Background: an optimization exercise with open tools, aiming at small area. Do not read the settings as production practice.
In this exercise RTL edits were held to simulation tests only and were not proved equivalent to the original.
Power is estimated from default activity; no workload was simulated.

### run.sh
#!/bin/bash
# synth_recipe.tcl (not shown) runs the flow's synth.tcl, then flattens the netlist and writes it again
# the make line also repeats each setting of config.mk as NAME=value (left out here)
make -C /OpenROAD-flow-scripts/flow DESIGN_CONFIG=/design/flow/config.mk WORK_HOME=/design/flow/orfs CLKGATE_MAP_FILE= SYNTH_SCRIPT=/design/flow/synth_recipe.tcl finish
### config.mk
export PLATFORM = sky130hd
export DESIGN_NAME = reg_file_sb
export DESIGN_NICKNAME = reg_file_sb
export VERILOG_FILES = /design/flow/design.v
export SDC_FILE = /design/flow/constraint.sdc
export NUM_CORES = 4
export LEC_CHECK = 0
export CAP_MARGIN = 20
export CORE_MARGIN = 2
export CORE_UTILIZATION = 40
export SLEW_MARGIN = 20
### constraint.sdc
create_clock -name core_clock -period 6.5 [get_ports {clk}]
set_input_delay 1.3000 -clock core_clock [delete_from_list [all_inputs] [get_ports {clk}]]
set_output_delay 1.3000 -clock core_clock [all_outputs]
set_load 0.01 [all_outputs]
### design.v
package reg_file_sb_pkg;
    localparam int unsigned REG_NUM    = 32;
    localparam int unsigned DATA_WIDTH = 32;
    localparam int unsigned ADDR_WIDTH = 5;
    localparam int unsigned PEND_WIDTH = 2;
    localparam logic [DATA_WIDTH-1:0] ZERO_WORD     = '0;
    localparam logic [ADDR_WIDTH-1:0] ZERO_REG_ADDR = '0;
    typedef logic [PEND_WIDTH-1:0] pend_t;
endpackage
module reg_scoreboard
#(
    parameter int unsigned REG_NUM    = reg_file_sb_pkg::REG_NUM,
    parameter int unsigned ADDR_WIDTH = reg_file_sb_pkg::ADDR_WIDTH,
    parameter int unsigned PEND_WIDTH = reg_file_sb_pkg::PEND_WIDTH
) (
    input  logic                  clk,
    input  logic                  rst,
    input  logic                  read_en_1,
    input  logic [ADDR_WIDTH-1:0] read_addr_1,
    input  logic                  read_en_2,
    input  logic [ADDR_WIDTH-1:0] read_addr_2,
    input  logic                  issue_en,
    input  logic                  issue_write_en,
    input  logic [ADDR_WIDTH-1:0] issue_write_addr,
    input  logic                  write_en,
    input  logic [ADDR_WIDTH-1:0] write_addr,
    output logic                  stall,
    output logic                  sb_err
);
    logic [PEND_WIDTH-1:0] cnt [REG_NUM];
    logic [REG_NUM-1:0]    fire;
    logic [REG_NUM-1:0]    retire;
    logic                  raw_1, raw_2, full, err_hit;
    always_comb begin
        raw_1 = read_en_1 && (read_addr_1 != '0) && (cnt[read_addr_1] != '0)
                && !(write_en && (write_addr == read_addr_1) && (cnt[read_addr_1] == PEND_WIDTH'(1)));
        raw_2 = read_en_2 && (read_addr_2 != '0) && (cnt[read_addr_2] != '0)
                && !(write_en && (write_addr == read_addr_2) && (cnt[read_addr_2] == PEND_WIDTH'(1)));
        full  = issue_write_en && (issue_write_addr != '0) && (cnt[issue_write_addr] == '1)
                && !(write_en && (write_addr == issue_write_addr));
        stall = !rst && (raw_1 || raw_2 || full);
        err_hit = write_en && (write_addr != '0) && (cnt[write_addr] == '0);
    end
    always_comb begin
        fire   = '0;
        retire = '0;
        for (int unsigned r = 1; r < REG_NUM; r++) begin
            fire[r]   = issue_en && !stall && issue_write_en && (issue_write_addr == ADDR_WIDTH'(r));
            retire[r] = write_en && (write_addr == ADDR_WIDTH'(r));
        end
    end
    always_ff @(posedge clk) begin
        if (rst) begin
            for (int unsigned r = 0; r < REG_NUM; r++) cnt[r] <= '0;
            sb_err <= 1'b0;
        end else begin
            for (int unsigned r = 1; r < REG_NUM; r++) begin
                if (fire[r] && !retire[r])
                    cnt[r] <= cnt[r] + PEND_WIDTH'(1);
                else if (retire[r] && !fire[r] && (cnt[r] != '0))
                    cnt[r] <= cnt[r] - PEND_WIDTH'(1);
            end
            if (err_hit) sb_err <= 1'b1;
        end
    end
endmodule
module reg_file_sb
#(
    parameter int unsigned REG_NUM    = reg_file_sb_pkg::REG_NUM,
    parameter int unsigned DATA_WIDTH = reg_file_sb_pkg::DATA_WIDTH,
    parameter int unsigned ADDR_WIDTH = reg_file_sb_pkg::ADDR_WIDTH,
    parameter int unsigned PEND_WIDTH = reg_file_sb_pkg::PEND_WIDTH
) (
    input  logic                  clk,
    input  logic                  rst,
    input  logic                  read_en_1,
    input  logic [ADDR_WIDTH-1:0] read_addr_1,
    output logic [DATA_WIDTH-1:0] read_data_1,
    input  logic                  read_en_2,
    input  logic [ADDR_WIDTH-1:0] read_addr_2,
    output logic [DATA_WIDTH-1:0] read_data_2,
    input  logic                  issue_en,
    input  logic                  issue_write_en,
    input  logic [ADDR_WIDTH-1:0] issue_write_addr,
    input  logic                  write_en,
    input  logic [ADDR_WIDTH-1:0] write_addr,
    input  logic [DATA_WIDTH-1:0] write_data,
    output logic                  stall,
    output logic                  sb_err
);
    logic [DATA_WIDTH-1:0] regs [REG_NUM];
    always_ff @(posedge clk) begin
        if (rst) begin
            for (int unsigned r = 0; r < REG_NUM; r++) regs[r] <= '0;
        end else if (write_en && (write_addr != '0)) begin
            regs[write_addr] <= write_data;
        end
    end
    always_comb begin
        read_data_1 = '0;
        read_data_2 = '0;
        if (!rst && read_en_1 && (read_addr_1 != '0))
            read_data_1 = (write_en && (write_addr == read_addr_1)) ? write_data : regs[read_addr_1];
        if (!rst && read_en_2 && (read_addr_2 != '0))
            read_data_2 = (write_en && (write_addr == read_addr_2)) ? write_data : regs[read_addr_2];
    end
    reg_scoreboard #(
        .REG_NUM    (REG_NUM),
        .ADDR_WIDTH (ADDR_WIDTH),
        .PEND_WIDTH (PEND_WIDTH)
    ) u_scoreboard (
        .clk              (clk),
        .rst              (rst),
        .read_en_1        (read_en_1),
        .read_addr_1      (read_addr_1),
        .read_en_2        (read_en_2),
        .read_addr_2      (read_addr_2),
        .issue_en         (issue_en),
        .issue_write_en   (issue_write_en),
        .issue_write_addr (issue_write_addr),
        .write_en         (write_en),
        .write_addr       (write_addr),
        .stall            (stall),
        .sb_err           (sb_err)
    );
endmodule
==> summary.txt <==
GRT
  • Initial antenna violation count: 26
  • Total gr overflow: 0
  • Largest net degree at the start of global routing: 89
  • First-pass GRT wire length: between 300000 and 400000 microns
  • Number of global-route vias before repair: a little over 40k
  • Global Route Usage Sum: 0.284

Setup path
  • CP Launch Type: input pin
  • WS Path Type: in2out
  • CP delay by family, top: buffers and inverters
  • CP Capture Type: output port
  • Cell-by-cell trace of the critical path: clkdlybuf4s50_1, buf_4, nor2_1, nand2_1, nand3_2, buf_4, a211oi_1, buf_4, clkdlybuf4s50_1
  • CP bufs+invs: 5
  • Arrival time at the worst endpoint: 4920 ps
  • Most used cell, CP: buf_4
  • Max FO, Critical Path: 29
  • CP max stage cell: nand3_2
  • WP data required: about 5200 ps
  • Max incr delay on CP: 620 ps

Clocking
  • Root Buffer: clkbuf_16
  • H-tree levels: 3
  • CTS tree: built
  • Max clock buf depth: 3
  • # resized after CTS: 0
  • Clk sinks: approximately 1.1k
  • Latest clock arrival within the worst-skew pair: roughly 750 ps
  • Cts bufs inserted: roughly 120
  • Post-CTS setup buffer count: 0
  • Clock-pin transition on the worst setup and hold timing paths: ~60 ps
  • Hold buffer count at cts: 0

Synth
  • Adder-cell area share of the yosys netlist: 0
  • Area of the mapped netlist: around 62000 sq um
  • Post-synth EDFFs: between 1k and 1.5k
  • Post-Syn Area per Cell: ~14 sq um
  • Synth warn: 3
  • Main combinational cell family by area after synthesis: multiplexers
  • Share of flip-flops with an asynchronous set or reset: 0
  • Synth Register Bits: between 1k and 1.5k
  • Register area share after synthesis: 0.517
  • Yosys cell types: 80
  • Multiplexer area fraction after synthesis: 0.249
  • Top FF cell, synth: edfxtp_1
  • Post-Synth Simple-Gate Area: 0.153
  • Xor and xnor area share after synthesis: 0.00226
  • Post-Synthesis Cells: approximately 4.4k
  • Compound-cell area share of the yosys netlist: 0.0457

Place
  • Placed inst area: 66500 sq um
  • Detail Placement HPWL: between 100000 and 150000 microns
  • Setup WS pre-CTS: 319 ps
  • IO buf count: roughly 120
  • Gpl congestion: around 0.97

STA
  • Fmax: about 160 MHz
  • Tmin final: between 6000 and 7000 ps
  • Setup total negative slack: 0 ps
  • Final Slew Violations: 0
  • Slew HR: 0.159
  • Final Hold Viols: 0
  • Setup WS post-layout: ~280 ps
  • Final period util: 0.956
  • Worst Max-Slew Pin Slew: about 1300 ps
  • Final setup fails: 0
  • Final worst clock skew: 31.2 ps
  • RSZ-0062 raised after global routing: no

Floorplanning
  • Initial Utilization: 0.403
  • Top-level I/O count: 125
  • Row Count: around 140
  • Die area: between 150000 and 200000 sq um
  • Overall die width: slightly below 400 microns
  • Die height: 398 microns
  • Floorplan Core Area: about 150000 sq um

Routing
  • First-pass detailed-route iteration total: 7
  • DR WL/cell: around 35 microns
  • Post-route ant nets: 0
  • Initial DRC count: around 6.4k
  • Routed Wire Length: about 230000 microns
  • Vias/cell: 6.43
  • Vias: 41.7k
  • Post-route DRC violation count: 0

Finish
  • Area growth, synth to finish: 13.6%
  • Nets: 4398
  • Number of fill cells: around 14k
  • Share of cells above drive strength 1: 0.254
  • Design Area, Final: around 70000 sq um
  • Fin util: 0.457

Outcome
  • Run status: complete, no violations

Pwr
  • Pwr dens: approximately 250 nW/um^2
  • Pleak: ~23 nW
  • Worst IR Drop VDD: 0.264 mV

Flow run
  • Max-Cap Viols: 0

Worst hold path
  • Worst hold path class: reg2reg
-- kinds of logic after synthesis --
| family | after synthesis |
|---|---|
| AND/OR/NAND/NOR | 1614 |
| flip-flops | 1087 |
| multiplexers | 737 |
| buffers and inverters | 506 |
| AO/OA/AOI/OAI | 400 |
| XOR/XNOR | 16 |
| other | 1 |
-- synthesized netlist by cell type, types with 13 or more instances --
master | number | area (sq um)
edfxtp_1 | 1024 | 30700
and2_1 | 1011 | 6320
mux4_2 | 643 | 14500
clkbuf_1 | 376 | 1410
nor2_1 | 173 | 649
nand2_1 | 99 | 372
mux2i_1 | 82 | 821
a211oi_1 | 76 | 571
buf_2 | 71 | 355
o21ai_0 | 71 | 355
dfxtp_1 | 63 | 1260
nor3_1 | 56 | 280
a21oi_1 | 50 | 250
nand3_1 | 49 | 245
buf_1 | 43 | 161
o211ai_1 | 41 | 308
and3_1 | 40 | 250
nor2b_1 | 35 | 219
nor3b_1 | 30 | 225
nor4_1 | 19 | 119
a22oi_1 | 17 | 128
o2bb2ai_1 | 17 | 149
and4b_1 | 15 | 150
nor4b_1 | 15 | 131
a22o_1 | 14 | 123
o2111ai_1 | 14 | 123
nand2b_1 | 13 | 81.3
nand4_1 | 13 | 81.3
o31ai_1 | 13 | 97.6
xor2_1 | 13 | 114
-- flip-flops by register name, indices dropped and copies added, names as in the netlist --
register,cells
u_scoreboard.sb_err,1
regs,1024
u_scoreboard.cnt,62
-- final timing paths --
check | to | cells past startpoint | slack (ps) | start
hold / removal | u_scoreboard.sb_err | 2 | 550 | u_scoreboard.sb_err
setup reg to reg | u_scoreboard.cnt[12][1] | 10 | 2670 | u_scoreboard.cnt[8][0]
setup / recovery | read_data_1[25] | 9 | 280 | read_addr_1[4]
hold reg to reg | u_scoreboard.sb_err | 2 | 550 | u_scoreboard.sb_err
-- layout by cell type, fill, tap and decap left out, types with 38 or more instances in the layout --
cell / synthesis / layout
o21ai_0: 71 / 41
nor3_1: 56 / 56
clkdlybuf4s50_1: 0 / 107
buf_12: 0 / 38
edfxtp_1: 1024 / 1024
o211ai_1: 41 / 41
clkbuf_16: 0 / 117
mux2i_1: 82 / 82
nand2_1: 99 / 98
a211oi_1: 76 / 76
dfxtp_1: 63 / 63
and3_1: 40 / 40
nor2_1: 173 / 142
a21oi_1: 50 / 50
and2_1: 1011 / 1011
mux4_2: 643 / 643
buf_4: 2 / 158
nand3_1: 49 / 45
-- stage by stage --
stage	hold slack [ps]	instances	power [W]
final	547	6485	0.0173
after global routing	601	6484	0.0177
after CTS	543	6482	0.0174
after detailed placement	525	6263	0.0105
after global placement	518	6262	0.0105
after floorplan	493	4392	0.00964
-- worst min-delay path, stage by stage, from the launching register on --
cell and delay (ps):
dfxtp_1 370, a41oi_1 70, nor2_1 80
-- layer usage --
metal / share of wire / vias to the layer above / GRT usage / routed length [microns]
met5: 0.00072 / - / 0.00424 / 162
met4: 0.042 / 14 / 0.112 / 9460
met3: 0.11 / 493 / 0.0713 / 25200
met2: 0.46 / 2584 / 0.444 / 105000
met1: 0.38 / 21749 / 0.382 / 86400
li1: - / 16856 / - / -
-- power by group --
group / total, W / switching, W / internal (W) / leakage, nW
clock network: 0.00692 / 0.00300 / 0.00391 / 1.88
logic: 0.00220 / 0.00122 / 0.000981 / 11.3
registers: 0.00820 / 0.000182 / 0.00802 / 10.3
total: 0.0173 / 0.00440 / 0.0129 / 23.5
-- layout make-up --
cell class                 count  area (sq um)  area share
sequential                  1087         32000       0.455
multi-input combinational   2799         28700       0.407
timing repair buffer         321          3210      0.0456
clock buffer                 138          3010      0.0427
tap                         2044          2560      0.0363
clock inverter                81           895      0.0127
inverter                      13          51.3    0.000729
antenna                        2          5.00   0.0000711

port drivers added, routing unchanged:
The results above use ideal ports. As a check the final layout listed here was re-extracted and re-timed, cells and wires unchanged.
Step 1 (the two cells are an assumption about what drives the block):
set clk [get_ports {clk}]
set_driving_cell -lib_cell sky130_fd_sc_hd__clkbuf_16 $clk
set_driving_cell -lib_cell sky130_fd_sc_hd__buf_2 [delete_from_list [all_inputs] $clk]
Step 2, shift: input delay + t, output delay - t, t = (earliest + latest rising clock arrival at the registers) / 2. This alone moves slack from input paths to output paths.
a / b / c = ideal ports / drivers / drivers and shift; a / b = the first two.
t, ns: 0.824
setup WS [ns]: 0.283 / 0.257 / 0.257
worst setup path after step 2: input to output
latest minus earliest clock arrival (ns): 0.060 / 0.061
worst slew at a driven data input, ns: 0.18
After both steps setup and hold are still met in this run. The setup slack of this run moves by -0.026 ns with the drivers and by -0.026 ns with both steps.
